This is an optimization exercise on Yosys and OpenROAD, whose aim is small area and a short achievable clock period, not a production implementation.
In this exercise RTL edits were held to simulation tests only and were not proved equivalent to the original.
Power and IR drop assume default switching activity.

// alu_unit
module alu_unit
#(
  parameter int unsigned WIDTH = 32
) (
  input  logic               clk,
  input  logic               rst_n,
  input  logic               in_valid,
  input  logic [WIDTH-1:0]   rs,
  input  logic [WIDTH-1:0]   rt,
  input  logic [alu_pkg::CTRL_W-1:0]  ctrl,
  input  logic [alu_pkg::SHAMT_W-1:0] sa,
  input  logic               div_signed,
  output logic               out_valid,
  output logic [WIDTH-1:0]   rd,
  output logic               overflow,
  output logic [WIDTH-1:0]   quotient,
  output logic [WIDTH-1:0]   remainder
);
Size in the first run: about 650 flip-flops, roughly 180 I/O pins, roughly 48000 µm² of cells after synthesis.
==> flow/config.mk <==
export PLATFORM = sky130hd
export DESIGN_NAME = alu_unit
export DESIGN_NICKNAME = alu_unit
export VERILOG_FILES = /design/flow/design.v
export SDC_FILE = /design/flow/constraint.sdc
export NUM_CORES = 4
export LEC_CHECK = 0
export ABC_AREA = 1
export CAP_MARGIN = 50
export CORE_MARGIN = 2
export CORE_UTILIZATION = 70
export CTS_BUF_LIST = sky130_fd_sc_hd__clkbuf_8
export CTS_CLUSTER_SIZE = 25
export SLEW_MARGIN = 70
==> flow/constraint.sdc <==
create_clock -name core_clock -period 100.0 [get_ports {clk}]
set_input_delay 20.0000 -clock core_clock [delete_from_list [all_inputs] [get_ports {clk}]]
set_output_delay 20.0000 -clock core_clock [all_outputs]
set_load 0.01 [all_outputs]
run.sh (not shown) runs the stock make flow with config.mk's settings and CLKGATE_MAP_FILE= SYNTH_SCRIPT=/design/flow/synth_recipe.tcl, a recipe that flattens the netlist after the stock synthesis.
The starting point completed without violations.
Edit:
==> flow/flow/run.sh (new file) <==
#!/bin/bash
# The standard layout (standard synthesis included), with one change: the
# port buffers that global placement inserts are plain sky130 buf_2 cells
# instead of the cell the resizer picks by default (a delay buffer).
# ORFS keeps each step's log under orfs/logs/; make's own output goes to
# layout_make.log in this folder.
set -euo pipefail
bash standard.sh "BUFFER_PORTS_ARGS=-buffer_cell sky130_fd_sc_hd__buf_2" finish > layout_make.log 2>&1
==> flow/standard.sh (new file) <==
#!/bin/bash
# synth_recipe.tcl (not shown) runs the flow's synth.tcl, then flattens the netlist and writes it again
# the make line also repeats each setting of config.mk as NAME=value (left out here)
make -C /OpenROAD-flow-scripts/flow DESIGN_CONFIG=/design/flow/config.mk WORK_HOME=/design/flow/orfs CLKGATE_MAP_FILE= SYNTH_SCRIPT=/design/flow/synth_recipe.tcl "${@:-finish}"
removed: flow/run.sh
=>
- worst setup slack gets better by 0.38 ns
- wire length decreases by 1.1%
- cell count hardly moves
- final area drops by 1.7%
- register-to-register slack is better by 0.11 ns
- clock-buffer cell count went up by 4
- synthesized area stays the same
- flip-flop and latch count does not change
- hold slack is about the same
- power hardly moves


Setup of run 1:
Another version of the RTL of alu_unit (not shown whole).
Size in the first run: ~7,100 cells after synthesis, ~180 I/O pins.
==> flow/config.mk <==
export PLATFORM = sky130hd
export DESIGN_NAME = alu_unit
export DESIGN_NICKNAME = alu_unit
export VERILOG_FILES = /design/flow/design.v
export SDC_FILE = /design/flow/constraint.sdc
export NUM_CORES = 4
export LEC_CHECK = 0
export ABC_AREA = 1
export CAP_MARGIN = 50
export CORE_MARGIN = 2
export CORE_UTILIZATION = 70
export CTS_BUF_LIST = sky130_fd_sc_hd__clkbuf_16
export CTS_CLUSTER_DIAMETER = 100
export CTS_CLUSTER_SIZE = 30
export SLEW_MARGIN = 70
==> flow/constraint.sdc <==
create_clock -name core_clock -period 100.0 [get_ports {clk}]
set_input_delay 20.0000 -clock core_clock [delete_from_list [all_inputs] [get_ports {clk}]]
set_output_delay 20.0000 -clock core_clock [all_outputs]
set_load 0.01 [all_outputs]
standard.sh (not shown) runs the stock make flow with config.mk's settings and CLKGATE_MAP_FILE= SYNTH_SCRIPT=/design/flow/synth_recipe.tcl, a recipe that flattens the netlist after the stock synthesis.
==> flow/flow/run.sh <==
#!/bin/bash
# The standard layout with two changes to how the layout is made:
#  1. Synthesis is standard.sh's own (ORFS synthesis through synth_recipe.tcl,
#     ABC_AREA=1 from config.mk), except that ABC's area script maps with
#     "map -D 13500": every combinational path gets a required time of 13.5 ns
#     in ABC's delay model (the pipeline stages' target), and ABC recovers area
#     up to it. SCRIPTS_DIR points at a copy of ORFS's scripts in which only
#     abc_area.script differs (flow/abc_area.script). Registers are untouched.
#  2. The port buffers that global placement inserts are buf_2 cells instead of
#     the cell the resizer picks by default (a delay buffer).
# ORFS keeps each step's log under orfs/logs/; make's own output goes to
# synth_make.log and layout_make.log in this folder.
set -euo pipefail
rm -rf orfs_scripts
cp -r "$FLOW_HOME/scripts" orfs_scripts
cp flow/abc_area.script orfs_scripts/abc_area.script
bash standard.sh "SCRIPTS_DIR=$PWD/orfs_scripts" synth > synth_make.log 2>&1
bash standard.sh "BUFFER_PORTS_ARGS=-buffer_cell sky130_fd_sc_hd__buf_2" finish > layout_make.log 2>&1
==> flow/flow/abc_area.script <==
strash
dch
map -D 13500
topo
stime -c
buffer -c
upsize -c
dnsize -c
> inputs changed (run 1 -> run 2)
==> flow/flow/run.sh <==
#!/bin/bash
# The standard layout (standard synthesis included), with one change: the
# port buffers that global placement inserts are plain sky130 buf_2 cells
# instead of the cell the resizer picks by default (a delay buffer).
# ORFS keeps each step's log under orfs/logs/; make's own output goes to
# layout_make.log in this folder.
set -euo pipefail
bash standard.sh "BUFFER_PORTS_ARGS=-buffer_cell sky130_fd_sc_hd__buf_2" finish > layout_make.log 2>&1
removed: flow/flow/abc_area.script
==> comparison <==
- Every run (run 1 and run 2) finished clean.
- Run 2 against run 1: post-placement cell area shows a reduction of about 2.4%, cell area shows a reduction of about 2%.
- Higher sequential share of layout area among run 1 and run 2: run 2
- Run 1 -> run 2: die area decreased slightly
Modified inputs, run 3 compared to run 2
==> flow/flow/run.sh <==
#!/bin/bash
# The standard layout with two changes to how the layout is made:
#  1. Synthesis is standard.sh's own (ORFS synthesis through synth_recipe.tcl,
#     ABC_AREA=1 from config.mk), except that ABC's area script runs two rounds
#     of "dch; map -D 13500": every combinational path gets a required time of
#     13.5 ns in ABC's delay model (the pipeline stages' target), and ABC
#     recovers area up to it. SCRIPTS_DIR points at a copy of ORFS's scripts in which only
#     abc_area.script differs (flow/abc_area.script). Registers are untouched.
#  2. The port buffers that global placement inserts are buf_2 cells instead of
#     the cell the resizer picks by default (a delay buffer).
# ORFS keeps each step's log under orfs/logs/; make's own output goes to
# synth_make.log and layout_make.log in this folder.
set -euo pipefail
rm -rf orfs_scripts
cp -r "$FLOW_HOME/scripts" orfs_scripts
cp flow/abc_area.script orfs_scripts/abc_area.script
bash standard.sh "SCRIPTS_DIR=$PWD/orfs_scripts" synth > synth_make.log 2>&1
bash standard.sh "BUFFER_PORTS_ARGS=-buffer_cell sky130_fd_sc_hd__buf_2" finish > layout_make.log 2>&1
==> flow/flow/abc_area.script (new file) <==
strash
dch
map -D 13500
strash
dch
map -D 13500
topo
stime -c
buffer -c
upsize -c
dnsize -c
Results
- In terms of horizontal die dimension, run 3 and run 2 differ only marginally.
- Any difference in area after synthesis between run 3 and run 2 is small enough to ignore.
- Going from run 2 to run 3, share of total power consumed by net switching went up 0.78 points, starting density of the core held, area of combinational cells with multiple inputs went up 2.0%.
- Run 2 has a lower final core utilization than run 3.
- When run 3 is measured against run 2, its post-route cell area turns out 0.75% higher.
- Of the two values seen for beginning of the critical path, s3_b[2] was produced by run 2 and out_valid_q by run 3.
- Looking at worst setup slack after layout, run 3 sits below run 2.
## Diff of input files: run 4 against run 3
--- a/flow/flow/run.sh
+++ b/flow/flow/run.sh
@@ -3,6 +3,6 @@
 #  1. Synthesis is standard.sh's own (ORFS synthesis through synth_recipe.tcl,
 #     ABC_AREA=1 from config.mk), except that ABC's area script runs two rounds
-#     of "dch; map -D 13500": every combinational path gets a required time of
-#     13.5 ns in ABC's delay model (the pipeline stages' target), and ABC
+#     of "dch; map -D 13000": every combinational path gets a required time of
+#     13 ns in ABC's delay model (the pipeline stages' target), and ABC
 #     recovers area up to it. SCRIPTS_DIR points at a copy of ORFS's scripts in which only
 #     abc_area.script differs (flow/abc_area.script). Registers are untouched.
==> flow/flow/abc_area.script <==
strash
dch
map -D 13000
strash
dch
map -D 13000
topo
stime -c
buffer -c
upsize -c
dnsize -c
==> comparison <==
Run 4: all stages complete, timing, DRC and antenna checks passed. Run 4 against run 3: wire length on met1 level, reported net switching power moved up, power moved up, cell count moved up. Run 4 vs run 3: non-clock buffer count up in run 4. Period utilization across run 3 and run 4: no real change. Against run 3, area of the multi-input gates in run 4 rose slightly. Run 4 vs run 3: synthesized net count up slightly. As far as endpoint arrival time on the critical path is concerned, run 3 and run 4 perform about the same.


alu_unit, a different RTL version from the one above (not shown whole).
For scale: roughly 650 flip-flops.
==> flow/config.mk <==
export PLATFORM = sky130hd
export DESIGN_NAME = alu_unit
export DESIGN_NICKNAME = alu_unit
export VERILOG_FILES = /design/flow/design.v
export SDC_FILE = /design/flow/constraint.sdc
export NUM_CORES = 4
export LEC_CHECK = 0
export ABC_AREA = 1
export CAP_MARGIN = 50
export CORE_MARGIN = 2
export CORE_UTILIZATION = 70
export CTS_BUF_LIST = sky130_fd_sc_hd__clkbuf_8
export CTS_CLUSTER_SIZE = 25
export SLEW_MARGIN = 70
==> flow/constraint.sdc <==
create_clock -name core_clock -period 100.0 [get_ports {clk}]
set_input_delay 20.0000 -clock core_clock [delete_from_list [all_inputs] [get_ports {clk}]]
set_output_delay 20.0000 -clock core_clock [all_outputs]
set_load 0.01 [all_outputs]
run.sh (not shown) runs the stock make flow with config.mk's settings and CLKGATE_MAP_FILE= SYNTH_SCRIPT=/design/flow/synth_recipe.tcl, a recipe that flattens the netlist after the stock synthesis.
Stock flow here: none of the scripts above is used.
The first run went through all stages and came out clean.
Edit:
--- a/flow/config.mk
+++ b/flow/config.mk
@@ -8,7 +8,5 @@
 export ABC_AREA = 1
-export CAP_MARGIN = 50
+export CAP_MARGIN = 20
 export CORE_MARGIN = 2
 export CORE_UTILIZATION = 70
-export CTS_BUF_LIST = sky130_fd_sc_hd__clkbuf_8
-export CTS_CLUSTER_SIZE = 25
-export SLEW_MARGIN = 70
+export SLEW_MARGIN = 20
=>
- The new run finished clean
- synthesized area is unchanged
- fmax came out lower by 2.5%
- routed wire length is lower by 0.68%
- setup slack got worse by 0.55 ns
- clock power rises by 9.3%
- global-route usage fell by 0.18 points
- non-clock buffer count drops by 12
- register-to-register slack got worse by 0.96 ns
- design area falls by 0.90%


alu_unit, a different RTL version from the one above (not shown whole).
Size: about 7,300 cells after synthesis, roughly 180 I/O pins.
// alu_unit
module alu_unit
#(
  parameter int unsigned WIDTH = 32
) (
  input  logic               clk,
  input  logic               rst_n,
  input  logic               in_valid,
  input  logic [WIDTH-1:0]   rs,
  input  logic [WIDTH-1:0]   rt,
  input  logic [alu_pkg::CTRL_W-1:0]  ctrl,
  input  logic [alu_pkg::SHAMT_W-1:0] sa,
  input  logic               div_signed,
  output logic               out_valid,
  output logic [WIDTH-1:0]   rd,
  output logic               overflow,
  output logic [WIDTH-1:0]   quotient,
  output logic [WIDTH-1:0]   remainder
);
  logic        s0_v;
  logic [31:0] s0_rs, s0_rt;
  logic [3:0]  s0_ctrl;
  logic [4:0]  s0_sa;
  logic        s0_ds;
  always_ff @(posedge clk) begin
    s0_v    <= rst_n & in_valid;
    s0_rs   <= rs;
    s0_rt   <= rt;
    s0_ctrl <= ctrl;
    s0_sa   <= sa;
    s0_ds   <= div_signed;
  end
  logic [31:0] alu_rd_c;
  logic        alu_ovf_c;
  alu_core u_alu (.rs(s0_rs), .rt(s0_rt), .ctrl(s0_ctrl), .sa(s0_sa),
                  .rd(alu_rd_c), .ovf(alu_ovf_c));
  logic        neg_a, neg_b;
  logic [31:0] mag_a, mag_b;
  always_comb begin
    neg_a = s0_ds & s0_rs[31];
    neg_b = s0_ds & s0_rt[31];
    mag_a = neg_a ? (32'(0) - s0_rs) : s0_rs;
    mag_b = neg_b ? (32'(0) - s0_rt) : s0_rt;
  end
  logic [31:0] s1_bc;
  assign s1_bc = mag_b;
  logic s1_hz1;
  assign s1_hz1 = ~|s1_bc[31:1];
  logic s1_hz2;
  assign s1_hz2 = ~|s1_bc[31:2];
  logic s1_hz3;
  assign s1_hz3 = ~|s1_bc[31:3];
  logic s1_hz4;
  assign s1_hz4 = ~|s1_bc[31:4];
  logic s1_hz5;
  assign s1_hz5 = ~|s1_bc[31:5];
  logic s1_hz6;
  assign s1_hz6 = ~|s1_bc[31:6];
  logic s1_hz7;
  assign s1_hz7 = ~|s1_bc[31:7];
  logic s1_hz8;
  assign s1_hz8 = ~|s1_bc[31:8];
  logic s1_hz9;
  assign s1_hz9 = ~|s1_bc[31:9];
  logic s1_hz10;
  assign s1_hz10 = ~|s1_bc[31:10];
  logic [31:0] s1_aq0;
  assign s1_aq0 = mag_a;
  logic [0:0] s1_r1;
  assign s1_r1 = s1_aq0[31];
  logic [1:0] s1_c1;
  logic [0:0] s1_g1, s1_t1, s1_d1;
  assign s1_g1 = s1_r1 & ~s1_bc[0:0];
  assign s1_t1 = s1_r1 | ~s1_bc[0:0];
  assign s1_c1[0] = 1'b1;
  assign s1_c1[1] = s1_g1[0] | (s1_t1[0] & s1_c1[0]);
  assign s1_d1 = s1_r1 ^ s1_bc[0:0] ^ ~s1_c1[0:0];
  logic s1_ge1;
  ...
clock: 100.0 ns
lec_check: 0
abc_area: 1
cap_margin: 50
core_margin: 2
core_utilization: 70
cts_buf_list: sky130_fd_sc_hd__clkbuf_8
cts_cluster_size: 25
slew_margin: 70
standard.sh (not shown) runs the stock make flow with config.mk's settings and CLKGATE_MAP_FILE= SYNTH_SCRIPT=/design/flow/synth_recipe.tcl, a recipe that flattens the netlist after the stock synthesis.
==> flow/flow/run.sh <==
#!/bin/bash
# The standard layout (standard synthesis included), with one change: the
# port buffers that global placement inserts are plain sky130 buf_2 cells
# instead of the cell the resizer picks by default (a delay buffer).
# ORFS keeps each step's log under orfs/logs/; make's own output goes to
# layout_make.log in this folder.
set -euo pipefail
bash standard.sh "BUFFER_PORTS_ARGS=-buffer_cell sky130_fd_sc_hd__buf_2" finish > layout_make.log 2>&1
==> next run, changes <==
Settings changed: CTS_BUF_LIST sky130_fd_sc_hd__clkbuf_8 to sky130_fd_sc_hd__clkbuf_16, CTS_CLUSTER_DIAMETER set to 100, CTS_CLUSTER_SIZE 25 to 30.
Result: The new run passed the timing, design-rule and antenna checks. Routed wire length is lower by about 1.8%. Total power is lower by 12%. Cell count is lower by about 1.7%. Worst setup slack gains 0.057 ns. Via count is lower by about 1.6%. Synthesized cell count is unchanged. Critical path depth stays the same. Core utilization is lower by 2.1 points.


Another version of the RTL of alu_unit (not shown whole).
Size in the first run: about 7,500 cells after synthesis, ~650 flip-flops, about 180 I/O pins.
Settings: LEC_CHECK=0, ABC_AREA=1, CAP_MARGIN=20, CORE_MARGIN=2, CORE_UTILIZATION=40, SLEW_MARGIN=20; clock period 100.0 ns.
run.sh (not shown) runs the stock make flow with config.mk's settings and CLKGATE_MAP_FILE= SYNTH_SCRIPT=/design/flow/synth_recipe.tcl, a recipe that flattens the netlist after the stock synthesis.
Stock flow here: none of the scripts above is used.
Rerun with:
CAP_MARGIN = 50   (was 20)
CORE_UTILIZATION = 60   (was 40)
SLEW_MARGIN = 70   (was 20)
=>
- The new run ran to the end with no violations
- clock skew decreases by 12 ps
- combinational power stays flat
- sequential power hardly moves
- core utilization grows by 22 points
- routed wire length decreases by about 3.5%
- setup slack gets better by 450 ps


RTL: one of the versions met above, not the one the previous note started from.
Size in the first run: ~7,100 cells after synthesis, ~650 flip-flops, about 180 I/O pins, about 47,000 sq um of cells after synthesis.
clock: 100.0 ns
lec_check: 0
abc_area: 1
cap_margin: 50
core_margin: 2
core_utilization: 70
cts_buf_list: sky130_fd_sc_hd__clkbuf_16
cts_cluster_diameter: 70
cts_cluster_size: 20
slew_margin: 70
standard.sh (not shown) runs the stock make flow with config.mk's settings and CLKGATE_MAP_FILE= SYNTH_SCRIPT=/design/flow/synth_recipe.tcl, a recipe that flattens the netlist after the stock synthesis.
Scripts as last shown in full above: flow/flow/run.sh
The first run completed without violations.
Rerun with:
==> flow/flow/run.sh (replaced) <==
#!/bin/bash
# The standard layout with two changes to how the layout is made:
#  1. Synthesis is standard.sh's own (ORFS synthesis through synth_recipe.tcl,
#     ABC_AREA=1 from config.mk), except that ABC's area script runs two rounds
#     of "dch; map -D 13000": every combinational path gets a required time of
#     13 ns in ABC's delay model (the pipeline stages' target), and ABC
#     recovers area up to it. SCRIPTS_DIR points at a copy of ORFS's scripts in which only
#     abc_area.script differs (flow/abc_area.script). Registers are untouched.
#  2. The port buffers that global placement inserts are buf_2 cells instead of
#     the cell the resizer picks by default (a delay buffer).
# ORFS keeps each step's log under orfs/logs/; make's own output goes to
# synth_make.log and layout_make.log in this folder.
set -euo pipefail
rm -rf orfs_scripts
cp -r "$FLOW_HOME/scripts" orfs_scripts
cp flow/abc_area.script orfs_scripts/abc_area.script
bash standard.sh "SCRIPTS_DIR=$PWD/orfs_scripts" synth > synth_make.log 2>&1
bash standard.sh "BUFFER_PORTS_ARGS=-buffer_cell sky130_fd_sc_hd__buf_2" finish > layout_make.log 2>&1
==> flow/flow/abc_area.script (new file) <==
strash
dch
map -D 13000
strash
dch
map -D 13000
topo
stime -c
buffer -c
upsize -c
dnsize -c
Settings changed: CTS_CLUSTER_DIAMETER 70 to 100, CTS_CLUSTER_SIZE 20 to 25.
Result: Routed wire length climbs by 8.4%; first-iteration DRC count climbs by 18%; via count climbs by 2.4%; cell count drops by 2.0%; design area climbs by 0.87%; sequential cell count stays the same; power climbs by 2.8%; critical path depth drops by 169.

==> what the ideal ports hide <==
In the flow no input, the clock included, has a driving cell. The finished layouts below were timed again as built, in two steps.
Step 1, drivers: a clkbuf_16 drives clk and a buf_2 each remaining input, both assumed.
Step 2 moves the port delays by t, midway between the first and last clock arrival at a register: inputs arrive t later, outputs are due t later. That takes back most of the time a late clock gives input paths.
Slacks: ideal ports / drivers / drivers and shift; pairs: ideal ports / drivers.
run	t (ns)	setup slack, ns	worst slew at a driven data input, ns
the first run of note 1	0.806	78.171 / 78.109 / 78.440	0.04
the second run of note 1	0.795	78.549 / 78.506 / 78.549	0.05
run 1	0.712	78.701 / 78.630 / 79.103	0.04
run 2	0.708	78.660 / 78.660 / 78.660	0.04
run 3	0.716	78.520 / 78.453 / 78.870	0.05
run 4	0.730	78.530 / 78.459 / 78.961	0.05
the first run of note 3	0.804	78.193 / 78.122 / 78.597	0.06
the second run of note 3	0.679	77.643 / 77.643 / 77.643	0.05
the first run of note 4	0.778	78.783 / 78.712 / 78.882	0.05
the second run of note 4	0.711	78.841 / 78.771 / 78.961	0.05
the first run of note 5	0.692	77.851 / 77.851 / 77.851	0.08
the second run of note 5	0.697	78.305 / 78.237 / 78.657	0.05
the first run of note 6	0.681	78.596 / 78.596 / 78.596	0.04
the second run of note 6	0.665	78.609 / 78.541 / 78.955	0.05
After both steps every run listed still meets setup and hold.
